What follows belongs to an exercise in optimizing a design on an open flow for small area; a production flow would make more cautious choices. The RTL was checked by simulation tests, not by an equivalence proof against the original design. Power and IR drop assume default switching activity.

Design ram64, start of the top module:
module ram64
#(
    parameter int DATA_WIDTH = DATA_WIDTH_DEFAULT
) (
    input  logic                    clk,
    input  logic                    reset,
    input  logic                    load,
    input  logic [RAM64_ADDR_W-1:0] address,
    input  logic [DATA_WIDTH-1:0]   in,
    output logic [DATA_WIDTH-1:0]   out
);
    localparam int HI_W = RAM64_ADDR_W - RAM8_ADDR_W;
    logic [RAM8_DEPTH-1:0]  hi_dec;      
    logic [RAM8_DEPTH-1:0]  hi_ld;       
    logic [RAM8_DEPTH-1:0]  lo_dec;      
    logic [RAM64_DEPTH-1:0] word_we;
    logic [RAM64_DEPTH-1:0] word_sel;
    logic [RAM64_DEPTH-1:0] valid;
    logic [DATA_WIDTH-1:0]  word_q   [RAM64_DEPTH];
    logic [DATA_WIDTH-1:0]  word_nxt [RAM64_DEPTH];
    always_comb begin
        for (int i = 0; i < RAM8_DEPTH; i++) begin
            hi_dec[i] = (address[RAM64_ADDR_W-1:RAM8_ADDR_W] == HI_W'(i));
            lo_dec[i] = (address[RAM8_ADDR_W-1:0] == RAM8_ADDR_W'(i));
        end
    end
    assign hi_ld = load ? hi_dec : '0;
    generate
        for (genvar gi = 0; gi < RAM64_DEPTH; gi++) begin : g_word
            assign word_we[gi]  = hi_ld[gi / RAM8_DEPTH] & lo_dec[gi % RAM8_DEPTH];
            assign word_sel[gi] = hi_dec[gi / RAM8_DEPTH] & lo_dec[gi % RAM8_DEPTH] & valid[gi];
            for (genvar bi = 0; bi < DATA_WIDTH; bi++) begin : g_bit
                ram64_hold u_hold (
                    .we   (word_we[gi]),
                    .hold (~word_we[gi]),
                    .d    (in[bi]),
                    .q    (word_q[gi][bi]),
                    .nxt  (word_nxt[gi][bi])
                );
  ...
make LEC_CHECK=0 CAP_MARGIN=20 CORE_MARGIN=2 CORE_UTILIZATION=40 CTS_BUF_LIST='sky130_fd_sc_hd__clkbuf_4 sky130_fd_sc_hd__clkbuf_8' SETUP_SLACK_MARGIN=0.2 SLEW_MARGIN=20 SYNTH_HIERARCHICAL=1 finish   # period 7.0 ns
run.sh (not shown) runs the stock make flow with config.mk's settings and CLKGATE_MAP_FILE= SYNTH_SCRIPT=/design/flow/synth_recipe.tcl, a recipe that flattens the netlist after the stock synthesis.
Change:
==> flow/flow/run.sh (new file) <==
#!/bin/bash
set -euo pipefail
bash standard.sh \
  "CTS_ARGS=-sink_clustering_enable -repair_clock_nets -dont_use_dummy_load -sink_clustering_size 24 -sink_clustering_max_diameter 60 -buf_list sky130_fd_sc_hd__clkbuf_16" \
  finish > flow_make.log 2>&1
==> flow/standard.sh (new file) <==
#!/bin/bash
# synth_recipe.tcl (not shown) runs the flow's synth.tcl, then flattens the netlist and writes it again
# the make line also repeats each setting of config.mk as NAME=value (left out here)
make -C /OpenROAD-flow-scripts/flow DESIGN_CONFIG=/design/flow/config.mk WORK_HOME=/design/flow/orfs CLKGATE_MAP_FILE= SYNTH_SCRIPT=/design/flow/synth_recipe.tcl "${@:-finish}"
Settings changed: CORE_UTILIZATION 40 to 50, CTS_BUF_LIST sky130_fd_sc_hd__clkbuf_4 sky130_fd_sc_hd__clkbuf_8 to sky130_fd_sc_hd__clkbuf_16, CTS_CLUSTER_DIAMETER from default to 60, CTS_CLUSTER_SIZE from default to 24.
removed: flow/run.sh
What happened:
- The changed run completed without violations
- die area came out lower by 20%
- register-to-register slack degrades by 0.02 ns
- clock power is lower by 34%
- first-iteration DRC count is higher by 3.4%
- via count falls by 2.0%
- worst setup slack gets better by 0.053 ns
- sequential power is about the same
- count of clock-buffer cells in the layout came out lower by 213
Change:
==> flow/run.sh (new file) <==
#!/bin/bash
# synth_recipe.tcl (not shown) runs the flow's synth.tcl, then flattens the netlist and writes it again
# the make line also repeats each setting of config.mk as NAME=value (left out here)
make -C /OpenROAD-flow-scripts/flow DESIGN_CONFIG=/design/flow/config.mk WORK_HOME=/design/flow/orfs CLKGATE_MAP_FILE= SYNTH_SCRIPT=/design/flow/synth_recipe.tcl finish
Settings changed: CAP_MARGIN 20 to 5, CORE_UTILIZATION 50 to 60, CTS_BUF_LIST sky130_fd_sc_hd__clkbuf_16 to sky130_fd_sc_hd__clkbuf_8, CTS_CLUSTER_DIAMETER 60 to default, CTS_CLUSTER_SIZE 24 to default, SLEW_MARGIN 20 to 5.
removed: flow/flow/run.sh
removed: flow/standard.sh
=> Via count goes up by 2.0%. Cell area goes up by 2.6%. Hold slack is about the same. Final cell count goes up by 1.3%. Count of clock-buffer cells in the layout goes up by 150. Flip-flop and latch count does not change. Combinational power stays flat. Clock skew stays the same. Utilization goes up by 13 points.
Change:
==> flow/flow/run.sh (new file) <==
#!/bin/bash
set -euo pipefail
bash standard.sh \
  "CTS_ARGS=-sink_clustering_enable -repair_clock_nets -dont_use_dummy_load -sink_clustering_size 24 -sink_clustering_max_diameter 90 -buf_list sky130_fd_sc_hd__clkbuf_16" \
  "BUFFER_PORTS_ARGS=-buffer_cell sky130_fd_sc_hd__buf_1" \
  finish > flow_make.log 2>&1
==> flow/standard.sh (new file) <==
#!/bin/bash
# synth_recipe.tcl (not shown) runs the flow's synth.tcl, then flattens the netlist and writes it again
# the make line also repeats each setting of config.mk as NAME=value (left out here)
make -C /OpenROAD-flow-scripts/flow DESIGN_CONFIG=/design/flow/config.mk WORK_HOME=/design/flow/orfs CLKGATE_MAP_FILE= SYNTH_SCRIPT=/design/flow/synth_recipe.tcl "${@:-finish}"
Settings changed: CAP_MARGIN 5 to 10, CORE_UTILIZATION 60 to 50, CTS_BUF_LIST sky130_fd_sc_hd__clkbuf_8 to sky130_fd_sc_hd__clkbuf_16, CTS_CLUSTER_DIAMETER from default to 90, CTS_CLUSTER_SIZE from default to 24, SLEW_MARGIN 5 to 10.
removed: flow/run.sh
Fmax fell by 1.3%.
Clock power drops by about 40%.
Cell count went down by about 3.6%.
Worst hold slack improved by 0.0079 ns.
Change:
==> flow/flow/run.sh (replaced) <==
#!/bin/bash
set -euo pipefail
bash standard.sh \
  "CTS_ARGS=-sink_clustering_enable -repair_clock_nets -dont_use_dummy_load -sink_clustering_size 24 -sink_clustering_max_diameter 60 -buf_list sky130_fd_sc_hd__clkbuf_16" \
  finish > flow_make.log 2>&1
Settings changed: CAP_MARGIN 10 to 20, CORE_UTILIZATION 50 to 40, CTS_CLUSTER_DIAMETER 90 to 60, SLEW_MARGIN 10 to 20.
After rerunning: The new run ran to the end with no violations; synthesized cell count is unchanged; register-to-register slack barely changes; cell area rises by 4.3%; worst hold slack loses 0.011 ns; routed wire length is higher by 1.8%; area after synthesis stays the same.

[afterwards: timing with drivers on the ports]
How much do the figures lean on ideal ports? The routed layouts below were timed once more, with nothing changed but the port constraints.
Step 1 sets driving cells, clkbuf_16 on the clock port and buf_2 on the other inputs (assumed; they add their load-dependent delay and slew).
Step 2 moves the port delays by t, midway between the first and last clock arrival at a register: inputs arrive t later, outputs are due t later. That takes back most of the time a late clock gives input paths.
a / b / c = ideal / step 1 / step 2; a / b = the first two.
run	shift t [ns]	setup slack, ns	hold slack, ns	worst setup path at the end	pins driven straight from the clock port
the first run	0.914	0.132 / 0.104 / 0.104	0.448 / 0.448 / 0.448	input to output	1
the second run	0.695	0.185 / 0.105 / 0.105	0.447 / 0.447 / 0.447	input to output	1
the third run	0.869	0.370 / 0.346 / 0.346	0.447 / 0.447 / 0.447	input to output	1
the fourth run	0.703	0.284 / 0.196 / 0.196	0.454 / 0.454 / 0.454	input to output	1
the fifth run	0.690	0.190 / 0.065 / 0.065	0.443 / 0.443 / 0.443	input to output	1
After both steps setup and hold are still met in every run listed. For the fifth run, which loses most, drivers alone change the setup slack by -0.125 ns; drivers and shift together by -0.125 ns.
